Source: an optimization exercise on an open RTL-to-GDS flow (aim: small area, a short achievable clock period and few clock cycles). Production flows keep margins and buffers that such runs may drop. At most, simulation tests tie the RTL to the original design; equivalence was not proved. The flow treats the clock pin as an ideal source. Dropping or thinning the clock tree relies on that and would not hold on a real chip. Power and IR drop assume default switching activity.

Setup of the previous run:
==> flow/design.v <==
package mem_pkg;
  typedef enum logic [1:0] {
    CMD_NOP   = 2'd0,
    CMD_WRITE = 2'd1,
    CMD_READ  = 2'd2
  } mem_cmd_t;
  typedef enum logic [1:0] {
    ST_WAIT_INIT = 2'd0,
    ST_IDLE      = 2'd1,
    ST_WRITE     = 2'd2,
    ST_READ      = 2'd3
  } sched_state_t;
endpackage
package stream_pkg;
  typedef enum logic {
    HALF_LO = 1'b0,
    HALF_HI = 1'b1
  } half_t;
endpackage
`timescale 1ns/1ps
module mem_loop_top
#(
  parameter int DATA_WIDTH  = 32,
  parameter int BURST_LEN   = 4,
  parameter int ADDR_WIDTH  = 6,
  parameter int FIFO_DEPTH  = 16,
  parameter int READ_LAT    = 2,
  parameter int INIT_CYCLES = 32
) (
  input  logic                  clk0_tb,
  input  logic                  locked,
  input  logic                  in_valid,
  input  logic [DATA_WIDTH-1:0] in_data,
  output logic                  in_ready,
  output logic                  out_valid,
  output logic [DATA_WIDTH-1:0] out_data,
  input  logic                  out_ready,
  output logic                  init_done
);
  localparam int NS    = 8;                   
  localparam int GROUP = 8;                   
  localparam int PW    = $clog2(GROUP);
  localparam int REVS  = INIT_CYCLES / GROUP;
  localparam int RW    = $clog2(REVS);
  localparam int AW    = $clog2(NS + 1);
  logic [DATA_WIDTH-1:0] slot [0:NS-1];
  logic [NS-1:0]         v;          
  logic [PW-1:0]         in_pos;     
  logic [RW-1:0]         rev;        
  logic [AW-1:0]         avail;      
  logic                  avail_nz;   
  logic                  last_pos;   
  logic                  init_nxt;
  logic                  in_take;
  logic                  group_in;   
  logic                  out_free;   
  logic                  gate;       
  logic                  to_out;
  logic [NS-1:0]         load;       
  logic [NS-1:0]         v_nxt;
  logic                  in_ready_nxt;
  logic [PW-1:0]         in_pos_nxt;
  logic [AW-1:0]         avail_nxt;
  assign init_nxt = init_done || ((in_pos == PW'(GROUP - 1)) && (rev == RW'(REVS - 1)));
  assign in_take  = in_valid && in_ready;
  assign group_in = in_valid && last_pos;
  assign out_free = !out_valid || out_ready;
  assign gate     = (avail_nz || group_in) && out_free;
  assign to_out   = v[NS-1] && gate;
  always_comb begin
    load[NS-1] = !v[NS-1] || gate;
    for (int i = NS - 2; i >= 1; i--) begin
      load[i] = !v[i] || load[i+1];
    end
    load[0] = !v[0];
  end
  always_comb begin
    v_nxt[0] = (v[0] || in_take) && !load[1];
    v_nxt[1] = load[1] ? (v[0] || in_take) : v[1];
    for (int i = 2; i < NS; i++) begin
      v_nxt[i] = load[i] ? v[i-1] : v[i];
    end
  end
  always_comb begin
    in_pos_nxt = in_pos + PW'(in_take || !init_done);
    if (group_in) begin
      avail_nxt = to_out ? AW'(GROUP - 1) : AW'(GROUP);
    end else begin
      avail_nxt = avail - AW'(to_out);
    end
    in_ready_nxt = init_nxt && !v_nxt[0];
  end
  always_ff @(posedge clk0_tb or negedge locked) begin
    if (!locked) begin
      v         <= '0;
      in_pos    <= '0;
      rev       <= '0;
      avail     <= '0;
      avail_nz  <= 1'b0;
      last_pos  <= 1'b0;
      in_ready  <= 1'b0;
      out_valid <= 1'b0;
      init_done <= 1'b0;
    end else begin
      v         <= v_nxt;
      init_done <= init_nxt;
      in_pos    <= in_pos_nxt;
      if (!init_done && (in_pos == PW'(GROUP - 1))) begin
        rev <= rev + 1'b1;
      end
      avail     <= avail_nxt;
      avail_nz  <= avail_nxt != '0;
      last_pos  <= in_ready_nxt && (in_pos_nxt == PW'(GROUP - 1));
      in_ready  <= in_ready_nxt;
      out_valid <= (out_valid && !out_ready) || to_out;
    end
  end
  always_ff @(posedge clk0_tb) begin
    if (load[0]) begin
      slot[0] <= in_data;
    end
    if (load[1]) begin
      slot[1] <= v[0] ? slot[0] : in_data;
    end
    for (int i = 2; i < NS; i++) begin
      if (load[i]) begin
        slot[i] <= slot[i-1];
      end
    end
    if (out_free) begin
      out_data <= slot[NS-1];
    end
  end
endmodule
Settings: LEC_CHECK=0, ABC_CLOCK_PERIOD_IN_PS=2500, CAP_MARGIN=20, CORE_MARGIN=2, CORE_UTILIZATION=55, PLACE_DENSITY=0.65, SLEW_MARGIN=20, SYNTH_MEMORY_MAX_BITS=16384; clock period 8.0 ns.
standard.sh (not shown) runs the stock make flow with config.mk's settings and CLKGATE_MAP_FILE= SYNTH_SCRIPT=/design/flow/synth_recipe.tcl, a recipe that flattens the netlist after the stock synthesis.
==> flow/flow/run.sh <==
#!/bin/bash
set -euo pipefail
cd "$(dirname "$0")/.."
export SETUP_SLACK_MARGIN=5.5
export BUFFER_PORTS_ARGS="-buffer_cell sky130_fd_sc_hd__buf_2"
export CTS_ARGS="-sink_clustering_enable -sink_clustering_size 30 -sink_clustering_max_diameter 120 -repair_clock_nets -dont_use_dummy_load"
export POST_GLOBAL_PLACE_TCL="$PWD/flow/inbuf.tcl"
export POST_CTS_TCL="$PWD/flow/bypass_root.tcl"
bash standard.sh > standard.log 2>&1
==> flow/flow/bypass_root.tcl <==
proc bypass_clock_root {} {
  set block [ord::get_db_block]
  set port_net [$block findNet clk0_tb]
  set loads [$port_net getITerms]
  if {[llength $loads] != 1} { puts "BYPASS: port feeds [llength $loads] pins, skipped"; return }
  set root [[lindex $loads 0] getInst]
  set out_net ""
  foreach it [$root getITerms] {
    if {[$it isOutputSignal]} { set out_net [$it getNet] }
  }
  set sinks {}
  foreach it [$out_net getITerms] { if {[$it getInst] != $root} { lappend sinks $it } }
  if {[llength $sinks] > 4} { puts "BYPASS: root feeds [llength $sinks] pins, skipped"; return }
  foreach it $sinks { $it disconnect; $it connect $port_net }
  puts "BYPASS: removed [$root getName], port now feeds [llength $sinks] pins"
  odb::dbInst_destroy $root
  odb::dbNet_destroy $out_net
}

bypass_clock_root
estimate_parasitics -placement
==> flow/flow/inbuf.tcl <==
# in_data port buffers as buf_1: each drives only the 8 buffer entries.
proc shrink_input_buffers {} {
  set db [ord::get_db]
  set block [ord::get_db_block]
  set m [$db findMaster sky130_fd_sc_hd__buf_1]
  set n 0
  foreach bt [$block getBTerms] {
    if {[$bt getIoType] ne "INPUT"} { continue }
    set net [$bt getNet]
    if {$net eq "NULL" || ![string match "in_data*" [$bt getName]]} { continue }
    foreach it [$net getITerms] {
      set inst [$it getInst]
      if {[[$inst getMaster] getName] eq "sky130_fd_sc_hd__buf_2"} {
        $inst swapMaster $m
        incr n
      }
    }
  }
  puts "shrink_input_buffers: $n input buffers now buf_1"
}
shrink_input_buffers
> inputs changed (the previous run -> the current run)
--- a/flow/design.v
+++ b/flow/design.v
@@ -47,10 +47,15 @@
   logic [NS-1:0]         v;          
   logic [PW-1:0]         in_pos;     
   logic [RW-1:0]         rev;        
   logic [AW-1:0]         avail;      
-  logic                  avail_nz;   
-  logic                  last_pos;   
+  logic                  g_free;     
+  logic                  g_ordy;     
+  logic                  g_iv;       
+  logic                  g_iv_ordy;  
+  logic                  out_valid_nxt;
+  logic                  nz_nxt;
+  logic                  last_nxt;
   logic                  init_nxt;
   logic                  in_take;
   logic                  group_in;   
   logic                  out_free;   
@@ -62,11 +67,12 @@
   logic [PW-1:0]         in_pos_nxt;
   logic [AW-1:0]         avail_nxt;
   assign init_nxt = init_done || ((in_pos == PW'(GROUP - 1)) && (rev == RW'(REVS - 1)));
   assign in_take  = in_valid && in_ready;
-  assign group_in = in_valid && last_pos;
+  assign group_in = in_valid && (g_iv || g_iv_ordy);
   assign out_free = !out_valid || out_ready;
-  assign gate     = (avail_nz || group_in) && out_free;
+  assign gate     = g_free || (g_ordy && out_ready) || (g_iv && in_valid)
+                    || (g_iv_ordy && in_valid && out_ready);
   assign to_out   = v[NS-1] && gate;
   always_comb begin
     load[NS-1] = !v[NS-1] || gate;
     for (int i = NS - 2; i >= 1; i--) begin
@@ -88,17 +94,22 @@
     end else begin
       avail_nxt = avail - AW'(to_out);
     end
     in_ready_nxt = init_nxt && !v_nxt[0];
+    out_valid_nxt = (out_valid && !out_ready) || to_out;
+    nz_nxt = avail_nxt != '0;
+    last_nxt = in_ready_nxt && (in_pos_nxt == PW'(GROUP - 1));
   end
   always_ff @(posedge clk0_tb or negedge locked) begin
     if (!locked) begin
       v         <= '0;
       in_pos    <= '0;
       rev       <= '0;
       avail     <= '0;
-      avail_nz  <= 1'b0;
-      last_pos  <= 1'b0;
+      g_free    <= 1'b0;
+      g_ordy    <= 1'b0;
+      g_iv      <= 1'b0;
+      g_iv_ordy <= 1'b0;
       in_ready  <= 1'b0;
       out_valid <= 1'b0;
       init_done <= 1'b0;
     end else begin
@@ -108,12 +119,14 @@
       if (!init_done && (in_pos == PW'(GROUP - 1))) begin
         rev <= rev + 1'b1;
       end
       avail     <= avail_nxt;
-      avail_nz  <= avail_nxt != '0;
-      last_pos  <= in_ready_nxt && (in_pos_nxt == PW'(GROUP - 1));
+      g_free    <= nz_nxt && !out_valid_nxt;
+      g_ordy    <= nz_nxt && out_valid_nxt;
+      g_iv      <= last_nxt && !out_valid_nxt;
+      g_iv_ordy <= last_nxt && out_valid_nxt;
       in_ready  <= in_ready_nxt;
-      out_valid <= (out_valid && !out_ready) || to_out;
+      out_valid <= out_valid_nxt;
     end
   end
   always_ff @(posedge clk0_tb) begin
     if (load[0]) begin
Findings:
Compared with the previous run, the current run shows a higher total area of sequential cells.
The previous run has a higher largest fanout on the critical path than the current run.
Of the two values seen for cell with the biggest individual delay on the critical path, sky130_fd_sc_hd__o2111a_2 was produced by the previous run and sky130_fd_sc_hd__a221o_1 by the current run.
When the final numbers for the current run and the previous run were put side by side, the design area turned out to be smaller in the previous run.
Measured against each other, the current run and the previous run differ in die area, the lower figure coming from the previous run.
Going from the previous run to the current run, worst setup slack after layout shrinks by 0.54 ns.
The routed wire length of the current run exceeds that of the previous run by about 14%.
Summary of the current run over the previous run: fmax lost about 17%; clock group total power rose by about 1%.
No functional check of the RTL was part of any run of this note.

========
// mem_loop_top: RTL as listed in full above, without the edits since
export LEC_CHECK = 0
export ABC_CLOCK_PERIOD_IN_PS = 2500
export CAP_MARGIN = 20
export CORE_MARGIN = 2
export CORE_UTILIZATION = 55
export PLACE_DENSITY = 0.65
export SLEW_MARGIN = 20
export SYNTH_MEMORY_MAX_BITS = 16384
create_clock -name core_clock -period 8.0 [get_ports {clk0_tb}]
==> flow/flow/run.sh <==
#!/bin/bash
set -euo pipefail
cd "$(dirname "$0")/.."
export SETUP_SLACK_MARGIN=5.4
export BUFFER_PORTS_ARGS="-buffer_cell sky130_fd_sc_hd__buf_2"
export CTS_ARGS="-sink_clustering_enable -sink_clustering_size 30 -sink_clustering_max_diameter 120 -repair_clock_nets -dont_use_dummy_load"
export POST_GLOBAL_PLACE_TCL="$PWD/flow/inbuf.tcl"
export POST_CTS_TCL="$PWD/flow/bypass_root.tcl"
bash standard.sh > standard.log 2>&1
Scripts as last shown in full above: flow/flow/bypass_root.tcl, flow/flow/inbuf.tcl
Edit:
--- a/flow/design.v
+++ b/flow/design.v
@@ -47,26 +47,21 @@
   logic [NS-1:0]         v;          
   logic [PW-1:0]         in_pos;     
   logic [RW-1:0]         rev;        
   logic [AW-1:0]         avail;      
-  logic                  avail_nz;   
-  logic                  last_pos;   
   logic                  init_nxt;
   logic                  in_take;
   logic                  group_in;   
   logic                  out_free;   
   logic                  gate;       
   logic                  to_out;
   logic [NS-1:0]         load;       
   logic [NS-1:0]         v_nxt;
-  logic                  in_ready_nxt;
-  logic [PW-1:0]         in_pos_nxt;
-  logic [AW-1:0]         avail_nxt;
   assign init_nxt = init_done || ((in_pos == PW'(GROUP - 1)) && (rev == RW'(REVS - 1)));
   assign in_take  = in_valid && in_ready;
-  assign group_in = in_valid && last_pos;
+  assign group_in = in_take && (in_pos == PW'(GROUP - 1));
   assign out_free = !out_valid || out_ready;
-  assign gate     = (avail_nz || group_in) && out_free;
+  assign gate     = ((avail != '0) || group_in) && out_free;
   assign to_out   = v[NS-1] && gate;
   always_comb begin
     load[NS-1] = !v[NS-1] || gate;
     for (int i = NS - 2; i >= 1; i--) begin
@@ -80,39 +75,32 @@
     for (int i = 2; i < NS; i++) begin
       v_nxt[i] = load[i] ? v[i-1] : v[i];
     end
   end
-  always_comb begin
-    in_pos_nxt = in_pos + PW'(in_take || !init_done);
-    if (group_in) begin
-      avail_nxt = to_out ? AW'(GROUP - 1) : AW'(GROUP);
-    end else begin
-      avail_nxt = avail - AW'(to_out);
-    end
-    in_ready_nxt = init_nxt && !v_nxt[0];
-  end
   always_ff @(posedge clk0_tb or negedge locked) begin
     if (!locked) begin
       v         <= '0;
       in_pos    <= '0;
       rev       <= '0;
       avail     <= '0;
-      avail_nz  <= 1'b0;
-      last_pos  <= 1'b0;
       in_ready  <= 1'b0;
       out_valid <= 1'b0;
       init_done <= 1'b0;
     end else begin
       v         <= v_nxt;
       init_done <= init_nxt;
-      in_pos    <= in_pos_nxt;
+      if (in_take || !init_done) begin
+        in_pos <= in_pos + 1'b1;
+      end
       if (!init_done && (in_pos == PW'(GROUP - 1))) begin
         rev <= rev + 1'b1;
       end
-      avail     <= avail_nxt;
-      avail_nz  <= avail_nxt != '0;
-      last_pos  <= in_ready_nxt && (in_pos_nxt == PW'(GROUP - 1));
-      in_ready  <= in_ready_nxt;
+      if (group_in) begin
+        avail <= to_out ? AW'(GROUP - 1) : AW'(GROUP);
+      end else if (to_out) begin
+        avail <= avail - 1'b1;
+      end
+      in_ready  <= init_nxt && !v_nxt[0];
       out_valid <= (out_valid && !out_ready) || to_out;
     end
   end
   always_ff @(posedge clk0_tb) begin
After rerunning: Synthesized cell count went up by 2.7%. Cell count rose by 0.41%. Setup slack is better by 120 ps. Design area shrinks by 0.50%. Global-route usage stays flat. Non-clock buffer count went down by 1. Sequential share of layout area stays flat. Clock-buffer cell count is unchanged. Area after synthesis rises by 0.43%. Wire length goes down by 1.5%. Sequential power decreases by about 3%. Power came out lower by 5.2%. Worst hold slack is better by 3.9 ps.
Testbench counts after the change, summed over its fixed seeds: cycles 7,339.
Function not checked in the first run of this note: the RTL went through the layout flow alone.

========
Starts from the design.v that is shown in full above.
clock: 8.0 ns
lec_check: 0
abc_clock_period_in_ps: 2500
cap_margin: 20
core_margin: 2
core_utilization: 50
place_density: 0.6
slew_margin: 20
synth_memory_max_bits: 16384
Scripts as last shown in full above: flow/flow/run.sh, flow/flow/bypass_root.tcl, flow/flow/inbuf.tcl
The baseline went through all stages and came out clean.
Change:
--- a/flow/design.v
+++ b/flow/design.v
@@ -47,26 +47,21 @@
   logic [NS-1:0]         v;          
   logic [PW-1:0]         in_pos;     
   logic [RW-1:0]         rev;        
   logic [AW-1:0]         avail;      
-  logic                  avail_nz;   
-  logic                  last_pos;   
   logic                  init_nxt;
   logic                  in_take;
   logic                  group_in;   
   logic                  out_free;   
   logic                  gate;       
   logic                  to_out;
   logic [NS-1:0]         load;       
   logic [NS-1:0]         v_nxt;
-  logic                  in_ready_nxt;
-  logic [PW-1:0]         in_pos_nxt;
-  logic [AW-1:0]         avail_nxt;
   assign init_nxt = init_done || ((in_pos == PW'(GROUP - 1)) && (rev == RW'(REVS - 1)));
   assign in_take  = in_valid && in_ready;
-  assign group_in = in_valid && last_pos;
+  assign group_in = in_take && (in_pos == PW'(GROUP - 1));
   assign out_free = !out_valid || out_ready;
-  assign gate     = (avail_nz || group_in) && out_free;
+  assign gate     = ((avail != '0) || group_in) && out_free;
   assign to_out   = v[NS-1] && gate;
   always_comb begin
     load[NS-1] = !v[NS-1] || gate;
     for (int i = NS - 2; i >= 1; i--) begin
@@ -80,39 +75,32 @@
     for (int i = 2; i < NS; i++) begin
       v_nxt[i] = load[i] ? v[i-1] : v[i];
     end
   end
-  always_comb begin
-    in_pos_nxt = in_pos + PW'(in_take || !init_done);
-    if (group_in) begin
-      avail_nxt = to_out ? AW'(GROUP - 1) : AW'(GROUP);
-    end else begin
-      avail_nxt = avail - AW'(to_out);
-    end
-    in_ready_nxt = init_nxt && !v_nxt[0];
-  end
   always_ff @(posedge clk0_tb or negedge locked) begin
     if (!locked) begin
       v         <= '0;
       in_pos    <= '0;
       rev       <= '0;
       avail     <= '0;
-      avail_nz  <= 1'b0;
-      last_pos  <= 1'b0;
       in_ready  <= 1'b0;
       out_valid <= 1'b0;
       init_done <= 1'b0;
     end else begin
       v         <= v_nxt;
       init_done <= init_nxt;
-      in_pos    <= in_pos_nxt;
+      if (in_take || !init_done) begin
+        in_pos <= in_pos + 1'b1;
+      end
       if (!init_done && (in_pos == PW'(GROUP - 1))) begin
         rev <= rev + 1'b1;
       end
-      avail     <= avail_nxt;
-      avail_nz  <= avail_nxt != '0;
-      last_pos  <= in_ready_nxt && (in_pos_nxt == PW'(GROUP - 1));
-      in_ready  <= in_ready_nxt;
+      if (group_in) begin
+        avail <= to_out ? AW'(GROUP - 1) : AW'(GROUP);
+      end else if (to_out) begin
+        avail <= avail - 1'b1;
+      end
+      in_ready  <= init_nxt && !v_nxt[0];
       out_valid <= (out_valid && !out_ready) || to_out;
     end
   end
   always_ff @(posedge clk0_tb) begin
After rerunning: Count of clock-buffer cells in the layout is unchanged; via count climbs by 0.46%; sequential power came out lower by about 3%; power is lower by 6.8%; synthesized area grows by 0.43%; routed wire length goes down by 8.1%; register-to-register slack gains 0.05 ns; cell count came out lower by 0.52%.
Testbench counts after the change, summed over its fixed seeds: cycles 7,339.
Function not checked in the first run of this note: the RTL went through the layout flow alone.

## separate check: timing with driven ports
In the flow no input, the clock included, has a driving cell. The finished layouts below were timed again as built, in two steps.
Step 1 assumes that a clkbuf_16 drives the clock port and a buf_2 every other input.
Step 2 also shifts input and output timing later by t, the mid clock arrival at the registers, as if the neighbouring blocks saw the same clock.
a / b / c = ideal ports / drivers / drivers and shift; a / b = the first two.
| run | t, ns | setup WS [ns] | worst register clock-pin slew, ns | worst data-port slew with drivers (ns) |
|---|---|---|---|---|
| the previous run | 0.374 | 5.430 / 5.452 / 5.077 | 0.10 / 0.10 | 0.04 |
| the current run | 0.388 | 4.892 / 4.912 / 4.524 | 0.11 / 0.11 | 0.05 |
| the first run of note 2 | 0.383 | 5.327 / 5.344 / 4.961 | 0.10 / 0.10 | 0.05 |
| the second run of note 2 | 0.371 | 5.448 / 5.464 / 5.099 | 0.11 / 0.11 | 0.04 |
| the first run of note 3 | 0.376 | 5.358 / 5.387 / 5.011 | 0.11 / 0.11 | 0.04 |
| the second run of note 3 | 0.381 | 5.436 / 5.440 / 5.091 | 0.11 / 0.11 | 0.04 |
After both steps every run listed still meets setup and hold. For the current run, which loses most, drivers alone change the setup slack by +0.020 ns; drivers and shift together by -0.368 ns.
